What follows belongs to an exercise in optimizing a design on an open flow for small area, a short achievable clock period and few clock cycles per item; a production flow would make more cautious choices. Function was checked by simulation only, so behaviour that the tests miss may differ from the original. No activity file was given, so power comes from the tool's default toggle rates.

// apsel_top
module apsel_top (
  input  wire logic        clk,
  input  wire logic        rst,
  input  wire logic        req_valid,
  output logic             req_stall,
  input  wire logic        req_cmd,
  input  wire logic [2:0]  req_arm,
  input  wire logic [15:0] req_reward,
  input  wire logic [15:0] req_draw,
  output logic             res_valid,
  input  wire logic        res_stall,
  output logic [2:0]       res_chosen_arm,
  output logic [2:0]       res_best_arm,
  input  wire logic        psel,
  input  wire logic        penable,
  input  wire logic        pwrite,
  input  wire logic [2:0]  paddr,
  input  wire logic [31:0] pwdata,
  output logic [31:0]      prdata,
  output logic             pready
);
For scale: about 5800 cells after synthesis, about 410 flip-flops, about 120 I/O pins.
export LEC_CHECK = 0
export ABC_AREA = 1
export CAP_MARGIN = 20
export CORE_MARGIN = 2
export CORE_UTILIZATION = 40
export CTS_CLUSTER_DIAMETER = 100
export CTS_CLUSTER_SIZE = 20
export SLEW_MARGIN = 20
create_clock -name core_clock -period 14.0 [get_ports {clk}]
standard.sh (not shown) runs the stock make flow with config.mk's settings and CLKGATE_MAP_FILE= SYNTH_SCRIPT=/design/flow/synth_recipe.tcl, a recipe that flattens the netlist after the stock synthesis.
==> flow/flow/run.sh <==
#!/bin/bash
# Layout: the standard flow (standard synthesis, floorplan, placement, CTS,
# routing), with plain buffers on the ports and a tighter setup target for the
# timing repair steps. The SDC is the design's, unchanged.
set -uo pipefail
bash standard.sh finish \
  SETUP_SLACK_MARGIN=8.0 \
  "BUFFER_PORTS_ARGS=-buffer_cell sky130_fd_sc_hd__buf_2" \
  > standard_flow.log 2>&1
status=$?
cp -r orfs/logs flow_logs 2>/dev/null || true
exit $status
The starting point completed with no timing, DRC or antenna violations.
Testbench counts at the start, summed over its fixed seeds: cycles 2,447, items 1,200.
Rerun with:
CTS_CLUSTER_DIAMETER = not set   (was 100)
CTS_CLUSTER_SIZE = not set   (was 20)
Effect: Synthesized cell count stays the same; sequential power hardly moves; worst setup slack is about the same; die area is unchanged; non-clock buffer count is higher by 3; utilization increases by 0.74 points.

* * *

maple:
apsel_top, a different RTL version from the one above (not shown whole).
Size in the first run: about 5800 cells after synthesis, roughly 49000 um2 of cells after synthesis.
export LEC_CHECK = 0
export ABC_AREA = 1
export CAP_MARGIN = 20
export CORE_MARGIN = 2
export CORE_UTILIZATION = 40
export SLEW_MARGIN = 20
create_clock -name core_clock -period 14.0 [get_ports {clk}]
==> flow/flow/run.sh <==
#!/bin/bash
# Layout: the standard flow (standard synthesis, floorplan, placement, CTS,
# routing), with plain buffers on the ports and a tighter setup target for the
# timing repair steps. The SDC is the design's, unchanged.
set -uo pipefail
bash standard.sh finish \
  SETUP_SLACK_MARGIN=7.5 \
  "BUFFER_PORTS_ARGS=-buffer_cell sky130_fd_sc_hd__buf_2" \
  > standard_flow.log 2>&1
status=$?
cp -r orfs/logs flow_logs 2>/dev/null || true
exit $status
maple: full flow OK, the timing, design-rule and antenna checks passed
Testbench counts of maple, summed over its fixed seeds: cycles 2,447, items 1,200.
Setup changes, maple to birch
-- flow/flow/run.sh --
<<< maple, line 7
  SETUP_SLACK_MARGIN=7.5 \
>>> birch, line 7
  SETUP_SLACK_MARGIN=8.0 \
Results
birch: no failed stages, no open violations at the end. Taking birch as 1.0, maple lands at 0.906 on first-iteration detailed-routing DRC count. birch ended with less sequential share of cell area than maple. The worst stage delay on the critical path number comes out lower for birch vs maple. Maximum ir drop on the vdd rail (lower): birch. When birch is measured against maple, its portion of total power attributed to the clock network turns out 0.7 points lower. Clock distribution area overhead in the final layout: maple vs birch — no meaningful difference.

* * *

Setup of lane 1:
Another version of the RTL of apsel_top (not shown whole).
Size: roughly 6,100 cells after synthesis, about 420 flip-flops, ~52,000 µm² of cells after synthesis.
clock: 14.0 ns
lec_check: 0
abc_area: 1
cap_margin: 20
core_margin: 2
core_utilization: 40
setup_slack_margin: 5
slew_margin: 20
run.sh (not shown) runs the stock make flow with config.mk's settings and CLKGATE_MAP_FILE= SYNTH_SCRIPT=/design/flow/synth_recipe.tcl, a recipe that flattens the netlist after the stock synthesis.
Stock flow here: none of the scripts above is used.
Lane 1 reached the end of the flow, and the finished layout is clean on the timing, design-rule and antenna checks.
Testbench counts of lane 1, summed over its fixed seeds: cycles 2,447, items 1,200.
[inputs] lane 2 vs lane 1
Settings: a deleted SETUP_SLACK_MARGIN that had been 5.
==> flow/flow/run.sh (new file) <==
#!/bin/bash
# Layout: the standard flow (standard synthesis, floorplan, placement, CTS,
# routing), with plain buffers on the ports and a tighter setup target for the
# timing repair steps. The SDC is the design's, unchanged.
set -uo pipefail
bash standard.sh finish \
  SETUP_SLACK_MARGIN=8.0 \
  "BUFFER_PORTS_ARGS=-buffer_cell sky130_fd_sc_hd__buf_2" \
  > standard_flow.log 2>&1
status=$?
cp -r orfs/logs flow_logs 2>/dev/null || true
exit $status
==> flow/standard.sh (new file) <==
#!/bin/bash
# synth_recipe.tcl (not shown) runs the flow's synth.tcl, then flattens the netlist and writes it again
# the make line also repeats each setting of config.mk as NAME=value (left out here)
make -C /OpenROAD-flow-scripts/flow DESIGN_CONFIG=/design/flow/config.mk WORK_HOME=/design/flow/orfs CLKGATE_MAP_FILE= SYNTH_SCRIPT=/design/flow/synth_recipe.tcl "${@:-finish}"
removed: flow/run.sh
==> comparison <==
The flow did not stop early for lane 2: all stages ran, and the layout cleared the timing, design-rule and antenna checks.
Post-route minimum period is lower on lane 2
Area after synthesis across lane 2 and lane 1: no real change.
Diff lane 1 -> lane 2 | depth of the critical timing path with buffers and inverters included | up by more than half
Lane 2: power higher than lane 1
Lane 2 vs. lane 1: clock-buffer cell count fell 1.6%, placement-stage cell area moved down, relative area of clock buffers and inverters in the final design has increased, global routing usage on met1 went up.
Lane 2: post-placement worst setup slack is 0.030 ns higher than what lane 1 reported.

* * *

apsel_top, a different RTL version from the one above (not shown whole).
For scale: ~440 flip-flops.
==> flow/config.mk <==
export PLATFORM = sky130hd
export DESIGN_NAME = apsel_top
export DESIGN_NICKNAME = apsel_top
export VERILOG_FILES = /design/flow/design.v
export SDC_FILE = /design/flow/constraint.sdc
export NUM_CORES = 4
export LEC_CHECK = 0
export ABC_AREA = 1
export CAP_MARGIN = 20
export CORE_MARGIN = 2
export CORE_UTILIZATION = 40
export SLEW_MARGIN = 20
==> flow/constraint.sdc <==
create_clock -name core_clock -period 14.0 [get_ports {clk}]
set_input_delay 2.8000 -clock core_clock [delete_from_list [all_inputs] [get_ports {clk}]]
set_output_delay 2.8000 -clock core_clock [all_outputs]
set_load 0.01 [all_outputs]
standard.sh (not shown) runs the stock make flow with config.mk's settings and CLKGATE_MAP_FILE= SYNTH_SCRIPT=/design/flow/synth_recipe.tcl, a recipe that flattens the netlist after the stock synthesis.
==> flow/flow/run.sh <==
#!/bin/bash
# Layout: the standard flow (standard synthesis, floorplan, placement, CTS,
# routing), with plain buffers on the ports and a tighter setup target for the
# timing repair steps. The SDC is the design's, unchanged.
set -uo pipefail
bash standard.sh finish \
  SETUP_SLACK_MARGIN=8.0 \
  "BUFFER_PORTS_ARGS=-buffer_cell sky130_fd_sc_hd__buf_2" \
  > standard_flow.log 2>&1
status=$?
cp -r orfs/logs flow_logs 2>/dev/null || true
exit $status
Testbench counts at the start, summed over its fixed seeds: cycles 2,447, items 1,200.
Next try:
CTS_BUF_LIST = sky130_fd_sc_hd__clkbuf_4 sky130_fd_sc_hd__clkbuf_8   (was unset)
Clock skew grows by 38 ps.
Register-to-register slack stays flat.
Worst setup slack barely changes.
Synthesized area does not change.
Maximum frequency hardly moves.
Core utilization barely changes.
Clock-buffer cell count rose by 46.
Wire length barely changes.
Total power hardly moves.
First-iteration DRC count went up slightly.

-- port drivers added, routing unchanged --
Ports are ideal in the flow. The routed layouts listed here were re-timed in OpenROAD.
Step 1 sets driving cells, clkbuf_16 on the clock port and buf_2 on the other inputs (assumed; they add their load-dependent delay and slew).
Step 2, shift: input delay + t, output delay - t, t = (earliest + latest rising clock arrival at the registers) / 2. This alone moves slack from input paths to output paths.
Slacks: no drivers / after step 1 / after step 2; pairs: no drivers / after step 1.
| run | shift t [ns] | setup slack, ns | worst hold slack (ns) | slew at the worst register clock pin (ns) | cell pins on the clock port's net |
|---|---|---|---|---|---|
| the first run of note 1 | 0.699 | 7.977 / 7.689 / 7.689 | 0.438 / 0.438 / 0.438 | 0.10 / 0.10 | 1 |
| the second run of note 1 | 0.684 | 7.975 / 7.694 / 7.694 | 0.443 / 0.443 / 0.443 | 0.07 / 0.07 | 1 |
| maple | 0.674 | 7.588 / 7.588 / 7.588 | 0.420 / 0.420 / 0.420 | 0.07 / 0.07 | 1 |
| birch | 0.675 | 7.925 / 7.712 / 7.710 | 0.417 / 0.417 / 0.417 | 0.07 / 0.07 | 1 |
| lane 1 | 0.689 | 6.618 / 6.618 / 6.618 | 0.435 / 0.435 / 0.435 | 0.07 / 0.07 | 1 |
| lane 2 | 0.684 | 7.819 / 7.694 / 7.667 | 0.436 / 0.436 / 0.436 | 0.07 / 0.07 | 1 |
| the first run of note 4 | 0.681 | 7.857 / 7.675 / 7.644 | 0.437 / 0.437 / 0.437 | 0.07 / 0.07 | 1 |
| the second run of note 4 | 0.760 | 7.857 / 7.661 / 7.588 | 0.440 / 0.440 / 0.440 | 0.09 / 0.09 | 1 |
After both steps setup and hold are still met in every run listed. For the first run of note 1, which loses most, drivers alone change the setup slack by -0.288 ns; drivers and shift together by -0.288 ns.
